Context: an optimization exercise on an open-source flow, tuned for small area, a short achievable clock period and few clock cycles per item. The choices shown serve that exercise and are no tape-out recipe.
Where RTL was checked, it was by simulation tests only, not by an equivalence proof against the original.
Power and IR drop assume default switching activity.

// reorder_buffer_commit_retire_unit
module reorder_buffer_commit_retire_unit
#(
    parameter int RING_DEPTH = 64
) (
    input  wire logic                  i_clk,
    input  wire logic                  i_rst_n,
    input  wire logic                  start,
    output logic                       busy,
    input  wire logic [35:0]           i_cmd,
    output logic                       o_done,
    output logic [101:0]               o_result,
    input  wire logic                  i_cfg_we,
    input  wire logic [1:0]            i_cfg_index,
    input  wire logic [6:0]            i_cfg_data
);
    rbcr_pkg::t_in       cmd;
    rbcr_pkg::t_out      result;
    assign cmd      = i_cmd;
    assign o_result = result;
    rbcr_datapath u_datapath (
        .i_clk       (i_clk),
        .i_rst_n     (i_rst_n),
        .i_start     (start),
        .i_cfg_we    (i_cfg_we),
        .i_cfg_index (i_cfg_index),
        .i_cfg_data  (i_cfg_data),
        .i_cmd       (cmd),
        .o_busy      (busy),
        .o_done      (o_done),
        .o_result    (result)
    );
endmodule
clock: 5.0 ns
lec_check: 0
cap_margin: 20
core_margin: 2
core_utilization: 40
cts_buf_list: sky130_fd_sc_hd__clkbuf_4 sky130_fd_sc_hd__clkbuf_8
setup_slack_margin: 1.8
slew_margin: 20
standard.sh (not shown) runs the stock make flow with config.mk's settings and CLKGATE_MAP_FILE= SYNTH_SCRIPT=/design/flow/synth_recipe.tcl, a recipe that flattens the netlist after the stock synthesis.
==> flow/flow/run.sh <==
#!/bin/bash
# The standard layout, with resizer and synthesis options changed:
# - the port buffers are plain buffers (the default pick is a slow delay buffer);
# - resizing may swap a cell for one of another footprint;
# - adders are left to ABC instead of being mapped to the library's
#   ripple full/half-adder cells, so ABC can restructure them for speed.
set -euo pipefail
bash standard.sh "BUFFER_PORTS_ARGS=-buffer_cell sky130_fd_sc_hd__buf_1" \
    MATCH_CELL_FOOTPRINT=0 ADDER_MAP_FILE= finish > make_finish.log 2>&1
The first run completed with no timing, DRC or antenna violations.
Testbench counts at the start, summed over its fixed seeds: cycles 24,121, items 24,000.
Next try:
CORE_UTILIZATION = 60   (was 40)
CTS_BUF_LIST = unset   (was sky130_fd_sc_hd__clkbuf_4 sky130_fd_sc_hd__clkbuf_8)
After rerunning: The changed run finished with timing, DRC and antenna clean. Wire length fell by 6.1%. Via count fell by 1.7%. Setup slack gets worse by 0.053 ns. Power rose by 2.1%. Synthesized area is unchanged. Cell area fell by 1.9%. Count of clock-buffer cells in the layout fell by 33. Die area fell by 33%.
Next try:
CORE_UTILIZATION = 50   (was 60)
CTS_CLUSTER_DIAMETER = 150   (was unset)
CTS_CLUSTER_SIZE = 25   (was unset)
PLACE_DENSITY = 0.8   (was unset)
=>
- wire length grows by 0.71%
- setup slack is worse by 0.0053 ns
- die area climbs by about 20%
- global-route usage decreases by 5.3 points
- hold slack gains 0.0086 ns
- total power went down by 21%
- register-to-register slack degrades by 0.08 ns
Next try:
CTS_CLUSTER_DIAMETER = unset   (was 150)
CTS_CLUSTER_SIZE = unset   (was 25)
PLACE_DENSITY = unset   (was 0.8)
Outcome: Register-to-register slack gets better by 0.07 ns; synthesized cell count does not change; area after synthesis does not change; sequential cell count does not change; clock power came out higher by 59%; final cell count rises by 1.6%; clock-buffer cell count goes up by 19; total power climbs by 19%.

oak:
reorder_buffer_commit_retire_unit again, from the RTL that the note above started with.
==> flow/config.mk <==
export PLATFORM = sky130hd
export DESIGN_NAME = reorder_buffer_commit_retire_unit
export DESIGN_NICKNAME = reorder_buffer_commit_retire_unit
export VERILOG_FILES = /design/flow/design.v
export SDC_FILE = /design/flow/constraint.sdc
export NUM_CORES = 4
export LEC_CHECK = 0
export CAP_MARGIN = 20
export CORE_MARGIN = 2
export CORE_UTILIZATION = 50
export CTS_CLUSTER_DIAMETER = 150
export CTS_CLUSTER_SIZE = 25
export SETUP_SLACK_MARGIN = 1.7
export SLEW_MARGIN = 20
==> flow/constraint.sdc <==
create_clock -name core_clock -period 5.0 [get_ports {i_clk}]
set_input_delay 1.0000 -clock core_clock [delete_from_list [all_inputs] [get_ports {i_clk}]]
set_output_delay 1.0000 -clock core_clock [all_outputs]
set_load 0.01 [all_outputs]
Scripts as last shown in full above: flow/flow/run.sh
The flow did not stop early for oak: all stages ran, and the layout cleared the timing, DRC and antenna checks.
Testbench counts of oak, summed over its fixed seeds: cycles 24,121, items 24,000.
Inputs modified between oak and pine:
Settings: clearing CTS_CLUSTER_DIAMETER, which used to be 150; swapping 1.7 for 1.8 in SETUP_SLACK_MARGIN; putting GPL_TIMING_DRIVEN at 1 where nothing was set; clearing CTS_CLUSTER_SIZE, which used to be 25; swapping 50 for 40 in CORE_UTILIZATION.
Notes after the runs:
pine ended with every stage complete and zero timing, DRC or antenna violations. The faster design of the two is pine; oak tops out lower. Looking at worst setup path startpoint, the i_cmd[27] result is from pine; the u_datapath.r_probe[0]$_SDFFE_PN1P_ one comes from oak. oak → pine: final cell count +about 8%, effective utilization at floorplan -10 points, wire length after detailed routing +5.9%, share of the final layout cell area in multi-input gates -2.0 points, final worst slack +59 ps. Compared pine vs oak, and proportion of layout cells with a drive suffix above 1 is up in pine. pine ends up with lower global-route usage than oak does. The worst hold margin of pine is lower than that of oak. Diff oak and pine: routing usage on met2 lower in pine. NOTE: count of clock-net buffers in the final layout in pine exceeds that of oak.
--- input diff pine..birch ---
Settings: swapping 1.8 for 2.0 in SETUP_SLACK_MARGIN; clearing GPL_TIMING_DRIVEN, which used to be 1.
Results
- | cell-internal power | birch vs pine | worse |
- Changes observed in birch relative to pine: number of antenna violations at the first check in global routing picked up an extra 1, met3 wire length picked up an extra 180 um, share of final-layout standard cells stronger than drive strength 1 picked up an extra 4.0 points.
- Number of fill cells in the layout: birch vs pine, no meaningful difference
- Route | birch vs pine | wire longer in birch
- [birch vs pine] clock-buffer cell count: higher in birch

the baseline:
reorder_buffer_commit_retire_unit, a different RTL version from the one above (not shown whole).
Size in the first run: ~1,500 cells after synthesis, ~0.014 mm^2 of cells after synthesis.
Settings: LEC_CHECK=0, CAP_MARGIN=20, CORE_MARGIN=2, CORE_UTILIZATION=40, SETUP_SLACK_MARGIN=1.5, SLEW_MARGIN=20; clock period 5.0 ns.
Scripts as last shown in full above: flow/flow/run.sh
The baseline: flow completed, timing, DRC and antenna clean
[inputs] the candidate vs the baseline
Settings: SETUP_SLACK_MARGIN: 1.5 -> 2.2.
Results
- The candidate vs. the baseline: post-route worst hold slack about even; global-route usage saw an increase; number of standard cells in the final layout excluding fillers picked up an extra 4.5%.
- Comparing the two runs side by side, the candidate comes out behind the baseline on final design area excluding fillers.
- In the candidate, pin slew with the least headroom to its limit is higher than in the baseline.
- The candidate ended up with a lower detailed-router iteration count before antenna repair than the baseline did.
- Taking the baseline as the reference point, the post-CTS setup repair buffer count of the candidate rises by 56.
- The candidate against the baseline; overall routed net length is up by more than 10%.
- The candidate does better than the baseline on worst setup slack.
- Of the two values seen for worst setup path startpoint, i_cmd[30] was produced by the baseline and u_datapath.r_probe[0] by the candidate.
- Diff the baseline -> the candidate | non-clock buffer count in the final layout | increase of 55%
Function was not checked in any run of this note: the RTL went through the layout flow alone.

port drivers added, routing unchanged:
How much do the figures lean on ideal ports? The routed layouts below were timed once more, with nothing changed but the port constraints. Step 1, drivers: a clkbuf_16 drives i_clk and a buf_2 each remaining input, both assumed. Step 2, shift: input delay + t, output delay - t, t = (earliest + latest rising clock arrival at the registers) / 2. This alone moves slack from input paths to output paths. Slacks: ideal / step 1 / step 2; pairs: ideal / step 1.
run	t (ns)	setup WS [ns]	worst register clock-pin slew, ns
the first run of note 1	0.623	1.833 / 1.793 / 1.171	0.07 / 0.07
the second run of note 1	0.595	1.780 / 1.799 / 1.203	0.07 / 0.07
the third run of note 1	0.546	1.775 / 1.775 / 1.270	0.11 / 0.11
the fourth run of note 1	0.601	1.847 / 1.849 / 1.250	0.06 / 0.06
oak	0.558	1.780 / 1.780 / 1.231	0.11 / 0.11
pine	0.603	1.840 / 1.825 / 1.223	0.07 / 0.07
birch	0.601	1.868 / 1.868 / 1.354	0.06 / 0.06
the baseline	0.606	1.553 / 1.553 / 0.947	0.06 / 0.06
the candidate	0.624	1.899 / 1.866 / 1.242	0.07 / 0.07
After both steps setup and hold are still met in every run listed. The setup slack of the first run of note 1, which loses most, moves by -0.040 ns with the drivers and by -0.662 ns with both steps.
